Background: an optimization exercise with open tools, aiming at small area. Do not read the settings as production practice.
In this exercise RTL edits were held to simulation tests only and were not proved equivalent to the original.
Power and IR drop assume default switching activity.

==> inputs of run a <==
==> flow/design.v <==
module rf_wbit (
    input  logic q,
    input  logic hold,
    input  logic we,
    input  logic d,
    output logic nx
);
    assign nx = (q & hold) | (we & d);
endmodule
module rf_ao3 (
    input  logic [2:0] s,
    input  logic [2:0] d,
    output logic       y_n
);
    assign y_n = ~((s[0] & d[0]) | (s[1] & d[1]) | (s[2] & d[2]));
endmodule
module rf_ao2 (
    input  logic [1:0] s,
    input  logic [1:0] d,
    output logic       y_n
);
    assign y_n = ~((s[0] & d[0]) | (s[1] & d[1]));
endmodule
module rf_rbit (
    input  logic [31:0] s,
    input  logic [31:0] d,
    output logic        y
);
    logic [10:0] p_n;
    for (genvar g = 0; g < 10; g++) begin : g_ao3
        rf_ao3 u_ao3 (.s(s[3*g +: 3]), .d(d[3*g +: 3]), .y_n(p_n[g]));
    end
    rf_ao2 u_ao2 (.s(s[31:30]), .d(d[31:30]), .y_n(p_n[10]));
    assign y = ~(&p_n);
endmodule
module reg_file_32x32 #(
    parameter int DATA_W = 32,
    parameter int ADDR_W = 5
) (
    input  logic              clk,
    input  logic              rst_n,
    input  logic              wr_valid,
    output logic              wr_ready,
    input  logic [ADDR_W-1:0] wr_addr,
    input  logic [DATA_W-1:0] wr_data,
    input  logic [ADDR_W-1:0] rd_addr_a,
    output logic [DATA_W-1:0] rd_data_a,
    input  logic [ADDR_W-1:0] rd_addr_b,
    output logic [DATA_W-1:0] rd_data_b,
    input  logic              clr_req,
    output logic              clr_busy,
    output logic              clr_done
);
    localparam int DEPTH = 1 << ADDR_W;
    logic [DATA_W-1:0] regs [DEPTH];
    logic [DEPTH-1:0]  valid;
    logic              busy;
    logic              done;
    logic [ADDR_W-1:0] clr_idx;
    logic              wr_fire;
    logic [DEPTH-1:0]  we;
    logic [DEPTH-1:0]  sel_a;
    logic [DEPTH-1:0]  sel_b;
    assign wr_ready = ~(busy | done);
    assign clr_busy = busy;
    assign clr_done = done;
    assign wr_fire  = wr_valid & wr_ready;
    always_ff @(posedge clk or negedge rst_n) begin
        if (!rst_n) begin
            busy    <= 1'b0;
            done    <= 1'b0;
            clr_idx <= '0;
        end else begin
            done <= busy & (&clr_idx);
            if (busy) begin
                clr_idx <= clr_idx + 1'b1;
                if (&clr_idx) busy <= 1'b0;
            end else if (!done && clr_req) begin
                busy <= 1'b1;
            end
        end
    end
    always_comb begin
        for (int i = 0; i < DEPTH; i++) begin
            we[i]    = wr_fire && wr_addr == ADDR_W'(i);
            sel_a[i] = valid[i] && rd_addr_a == ADDR_W'(i);
            sel_b[i] = valid[i] && rd_addr_b == ADDR_W'(i);
        end
    end
    always_ff @(posedge clk or negedge rst_n) begin
        if (!rst_n) begin
            valid <= '0;
        end else begin
            for (int i = 0; i < DEPTH; i++) begin
                if (busy && clr_idx == ADDR_W'(i)) valid[i] <= 1'b0;
                else if (we[i]) valid[i] <= 1'b1;
            end
        end
    end
    for (genvar i = 0; i < DEPTH; i++) begin : g_row
        logic [DATA_W-1:0] nx;
        for (genvar j = 0; j < DATA_W; j++) begin : g_bit
            rf_wbit u_wbit (.q(regs[i][j]), .hold(~we[i]), .we(we[i]), .d(wr_data[j]), .nx(nx[j]));
        end
        always_ff @(posedge clk) regs[i] <= nx;
    end
    for (genvar j = 0; j < DATA_W; j++) begin : g_col
        logic [DEPTH-1:0] col;
        for (genvar i = 0; i < DEPTH; i++) begin : g_c
            assign col[i] = regs[i][j];
        end
        rf_rbit u_ra (.s(sel_a), .d(col), .y(rd_data_a[j]));
        rf_rbit u_rb (.s(sel_b), .d(col), .y(rd_data_b[j]));
    end
endmodule
==> flow/run.sh <==
#!/bin/bash
# synth_recipe.tcl (not shown) runs the flow's synth.tcl, then flattens the netlist and writes it again
# the make line also repeats each setting of config.mk as NAME=value (left out here)
make -C /OpenROAD-flow-scripts/flow DESIGN_CONFIG=/design/flow/config.mk WORK_HOME=/design/flow/orfs CLKGATE_MAP_FILE= SYNTH_SCRIPT=/design/flow/synth_recipe.tcl finish
==> flow/config.mk <==
export PLATFORM = sky130hd
export DESIGN_NAME = reg_file_32x32
export DESIGN_NICKNAME = reg_file_32x32
export VERILOG_FILES = /design/flow/design.v
export SDC_FILE = /design/flow/constraint.sdc
export NUM_CORES = 4
export LEC_CHECK = 0
export CAP_MARGIN = 20
export CORE_MARGIN = 2
export CORE_UTILIZATION = 30
export PLACE_DENSITY = 0.5
export SLEW_MARGIN = 20
export SYNTH_HIERARCHICAL = 1
==> flow/constraint.sdc <==
create_clock -name core_clock -period 10.0 [get_ports {clk}]
set_input_delay 2.0000 -clock core_clock [delete_from_list [all_inputs] [get_ports {clk}]]
set_output_delay 2.0000 -clock core_clock [all_outputs]
set_load 0.01 [all_outputs]
==> inputs of run b, as changes to run a <==
--- a/flow/design.v
+++ b/flow/design.v
@@ -14,24 +14,40 @@
 );
     assign y_n = ~((s[0] & d[0]) | (s[1] & d[1]) | (s[2] & d[2]));
 endmodule
-module rf_ao2 (
+module rf_tail (
+    input  logic [1:0] p_n,
     input  logic [1:0] s,
     input  logic [1:0] d,
-    output logic       y_n
+    output logic       y
 );
-    assign y_n = ~((s[0] & d[0]) | (s[1] & d[1]));
+    assign y = ~(&p_n) | (s[0] & d[0]) | (s[1] & d[1]);
+endmodule
+module rf_nand4 (
+    input  logic [3:0] a,
+    output logic       y
+);
+    assign y = ~(&a);
+endmodule
+module rf_or3 (
+    input  logic [2:0] a,
+    output logic       y
+);
+    assign y = |a;
 endmodule
 module rf_rbit (
     input  logic [31:0] s,
     input  logic [31:0] d,
     output logic        y
 );
-    logic [10:0] p_n;
+    logic [9:0] p_n;
+    logic [2:0] t;
     for (genvar g = 0; g < 10; g++) begin : g_ao3
         rf_ao3 u_ao3 (.s(s[3*g +: 3]), .d(d[3*g +: 3]), .y_n(p_n[g]));
     end
-    rf_ao2 u_ao2 (.s(s[31:30]), .d(d[31:30]), .y_n(p_n[10]));
-    assign y = ~(&p_n);
+    rf_nand4 u_n0 (.a(p_n[3:0]), .y(t[0]));
+    rf_nand4 u_n1 (.a(p_n[7:4]), .y(t[1]));
+    rf_tail u_tail (.p_n(p_n[9:8]), .s(s[31:30]), .d(d[31:30]), .y(t[2]));
+    rf_or3 u_or (.a(t), .y(y));
 endmodule
 module reg_file_32x32 #(
     parameter int DATA_W = 32,
- CORE_UTILIZATION: 30 -> 50
- CTS_CLUSTER_DIAMETER: unset -> 60
- CTS_CLUSTER_SIZE: unset -> 18
- PLACE_DENSITY: 0.5 -> 0.65
==> inputs of run c, as changes to run a <==
==> flow/design.v (replaced) <==
module reg_file_32x32 #(
    parameter int DATA_W = 32,
    parameter int ADDR_W = 5
) (
    input  logic              clk,
    input  logic              rst_n,
    input  logic              wr_valid,
    output logic              wr_ready,
    input  logic [ADDR_W-1:0] wr_addr,
    input  logic [DATA_W-1:0] wr_data,
    input  logic [ADDR_W-1:0] rd_addr_a,
    output logic [DATA_W-1:0] rd_data_a,
    input  logic [ADDR_W-1:0] rd_addr_b,
    output logic [DATA_W-1:0] rd_data_b,
    input  logic              clr_req,
    output logic              clr_busy,
    output logic              clr_done
);
    localparam int DEPTH = 1 << ADDR_W;
    localparam logic [1:0] ST_IDLE  = 2'd0;
    localparam logic [1:0] ST_CLEAR = 2'd1;
    localparam logic [1:0] ST_DONE  = 2'd2;
    localparam logic [ADDR_W-1:0] LAST_IDX = ADDR_W'(DEPTH - 1);
    logic [DATA_W-1:0] regs [DEPTH];
    logic [1:0]        state;
    logic [ADDR_W-1:0] clr_idx;
    logic              wr_fire;
    assign wr_fire  = wr_valid && wr_ready;
    assign wr_ready = (state == ST_IDLE);
    assign clr_busy = (state == ST_CLEAR);
    assign clr_done = (state == ST_DONE);
    always_ff @(posedge clk or negedge rst_n) begin
        if (!rst_n) begin
            state   <= ST_IDLE;
            clr_idx <= '0;
        end else begin
            case (state)
                ST_IDLE: begin
                    if (clr_req) begin
                        state   <= ST_CLEAR;
                        clr_idx <= '0;
                    end
                end
                ST_CLEAR: begin
                    clr_idx <= clr_idx + 1'b1;
                    if (clr_idx == LAST_IDX) begin
                        state <= ST_DONE;
                    end
                end
                ST_DONE: begin
                    state <= ST_IDLE;
                end
                default: begin
                    state <= ST_IDLE;
                end
            endcase
        end
    end
    always_ff @(posedge clk or negedge rst_n) begin
        if (!rst_n) begin
            for (int i = 0; i < DEPTH; i++) begin
                regs[i] <= '0;
            end
        end else if (state == ST_CLEAR) begin
            regs[clr_idx] <= '0;
        end else if (wr_fire) begin
            regs[wr_addr] <= wr_data;
        end
    end
    always_comb begin
        rd_data_a = regs[rd_addr_a];
        rd_data_b = regs[rd_addr_b];
    end
endmodule
- SYNTH_HIERARCHICAL: 1 -> unset
==> inputs of run d, as changes to run a <==
--- a/flow/design.v
+++ b/flow/design.v
@@ -14,24 +14,40 @@
 );
     assign y_n = ~((s[0] & d[0]) | (s[1] & d[1]) | (s[2] & d[2]));
 endmodule
-module rf_ao2 (
+module rf_tail (
+    input  logic [1:0] p_n,
     input  logic [1:0] s,
     input  logic [1:0] d,
-    output logic       y_n
+    output logic       y
 );
-    assign y_n = ~((s[0] & d[0]) | (s[1] & d[1]));
+    assign y = ~(&p_n) | (s[0] & d[0]) | (s[1] & d[1]);
+endmodule
+module rf_nand4 (
+    input  logic [3:0] a,
+    output logic       y
+);
+    assign y = ~(&a);
+endmodule
+module rf_or3 (
+    input  logic [2:0] a,
+    output logic       y
+);
+    assign y = |a;
 endmodule
 module rf_rbit (
     input  logic [31:0] s,
     input  logic [31:0] d,
     output logic        y
 );
-    logic [10:0] p_n;
+    logic [9:0] p_n;
+    logic [2:0] t;
     for (genvar g = 0; g < 10; g++) begin : g_ao3
         rf_ao3 u_ao3 (.s(s[3*g +: 3]), .d(d[3*g +: 3]), .y_n(p_n[g]));
     end
-    rf_ao2 u_ao2 (.s(s[31:30]), .d(d[31:30]), .y_n(p_n[10]));
-    assign y = ~(&p_n);
+    rf_nand4 u_n0 (.a(p_n[3:0]), .y(t[0]));
+    rf_nand4 u_n1 (.a(p_n[7:4]), .y(t[1]));
+    rf_tail u_tail (.p_n(p_n[9:8]), .s(s[31:30]), .d(d[31:30]), .y(t[2]));
+    rf_or3 u_or (.a(t), .y(y));
 endmodule
 module reg_file_32x32 #(
     parameter int DATA_W = 32,
==> flow/flow/run.sh (new file) <==
#!/bin/bash
# Layout flow: the standard ORFS flow (standard.sh), with two changes to how the
# layout is built:
#  * the port buffers are sky130_fd_sc_hd__buf_2 cells (one per input and output port);
#  * clock tree synthesis uses no dummy loads, small sink clusters of clkbuf_8 leaf
#    buffers and a clkbuf_16 root.
# make's full output goes to flow_make.log; each ORFS step writes its own log under
# orfs/logs/.
set -euo pipefail
CTS_ARGS="-sink_clustering_enable -repair_clock_nets -dont_use_dummy_load"
CTS_ARGS+=" -sink_clustering_size 18 -sink_clustering_max_diameter 60"
CTS_ARGS+=" -root_buf sky130_fd_sc_hd__clkbuf_16 -sink_clustering_buffer sky130_fd_sc_hd__clkbuf_8"
CTS_ARGS+=" -buf_list {sky130_fd_sc_hd__clkbuf_8 sky130_fd_sc_hd__clkbuf_16}"
bash standard.sh \
  "BUFFER_PORTS_ARGS=-buffer_cell sky130_fd_sc_hd__buf_2" \
  "CTS_ARGS=$CTS_ARGS" \
  finish > flow_make.log 2>&1
==> flow/standard.sh (new file) <==
#!/bin/bash
# synth_recipe.tcl (not shown) runs the flow's synth.tcl, then flattens the netlist and writes it again
# the make line also repeats each setting of config.mk as NAME=value (left out here)
make -C /OpenROAD-flow-scripts/flow DESIGN_CONFIG=/design/flow/config.mk WORK_HOME=/design/flow/orfs CLKGATE_MAP_FILE= SYNTH_SCRIPT=/design/flow/synth_recipe.tcl "${@:-finish}"
- CORE_UTILIZATION: 30 -> 50
- PLACE_DENSITY: 0.5 -> 0.65
removed: flow/run.sh
==> comparison table <==
	run a	run d	run c	run b
Placer Congestion	0.875	0.926	0.990	0.949
CP bufs+invs	2	3	3	3
Areal power density over the cells	192 nW/um^2	164 nW/um^2	310 nW/um^2	182 nW/um^2
Outcome	finished clean	finished clean	finished clean	finished clean
Initial core utilization	30.2%	50.4%	30.3%	50.4%
R2r endpoint	regs[11][18]	regs[31][0]	regs[19][7]	regs[3][27]
First-pass GRT wire length	294 mm	272 mm	425 mm	272 mm
Fraction of the mapped netlist area in adder cells	0.184%	0.186%	0.150%	0.186%
End point of the most critical hold path	regs[15][22]	regs[30][0]	regs[2][27]	regs[16][14]
Placed cell areas	45500 sq um	43300 sq um	54100 sq um	44200 sq um
Sequential fraction of the synthesis area	52.7%	53.1%	51.6%	53.1%
Clock power frac	45.8%	30.4%	25.6%	39.8%
Clock-pin slew on the worst setup and hold paths	0.06 ns	0.06 ns	0.06 ns	0.07 ns
Synthesized area	40800 sq um	40500 sq um	50000 sq um	40500 sq um
Final Util	36.5%	55.5%	35.3%	58.3%
Number of antenna violations at the first check in global routing	9	7	24	7
Number of iterations in the first detailed-routing pass	13	13	10	11
Worst Max-Slew Pin Slew	1.35 ns	1.32 ns	1.27 ns	1.30 ns
Async S/R FF share, synth	3.67%	3.67%	100%	3.67%
Critical R2R Launch	busy	busy	state[1]	busy
Sequential fraction of design power	48.8%	63.0%	42.8%	54.2%
Routed met3 length	28.0 mm	30.6 mm	44.5 mm	30.4 mm
Most used cell along the critical path	sky130_fd_sc_hd__clkdlybuf4s50_1	sky130_fd_sc_hd__buf_2	sky130_fd_sc_hd__clkdlybuf4s50_1	sky130_fd_sc_hd__clkdlybuf4s50_1
Sequential cell area	21500 sq um	21500 sq um	25800 sq um	21500 sq um
Signal buf overhead	4.78%	3.24%	4.87%	5.08%

-- what the ideal ports hide --
How much do the figures lean on ideal ports? The routed layouts below were timed once more, with nothing changed but the port constraints.
Step 1 (the two cells are an assumption about what drives the block):
set clk [get_ports {clk}]
set_driving_cell -lib_cell sky130_fd_sc_hd__clkbuf_16 $clk
set_driving_cell -lib_cell sky130_fd_sc_hd__buf_2 [delete_from_list [all_inputs] $clk]
Step 2 also shifts input and output timing later by t, the mid clock arrival at the registers, as if the neighbouring blocks saw the same clock.
Slacks: no drivers / after step 1 / after step 2; pairs: no drivers / after step 1.
run | t, ns | slack for setup (ns) | worst slew at a driven data input, ns | cell pins on the clock port's net
run a | 0.799 | 2.158 / 2.130 / 2.130 | 0.21 | 1
run b | 0.718 | 1.957 / 1.911 / 1.911 | 0.09 | 1
run c | 0.869 | 0.847 / 0.810 / 0.810 | 0.05 | 1
run d | 0.702 | 2.744 / 2.719 / 2.719 | 0.10 | 1
After both steps every run listed still meets setup and hold. For run b, which loses most, drivers alone change the setup slack by -0.046 ns; drivers and shift together by -0.046 ns.
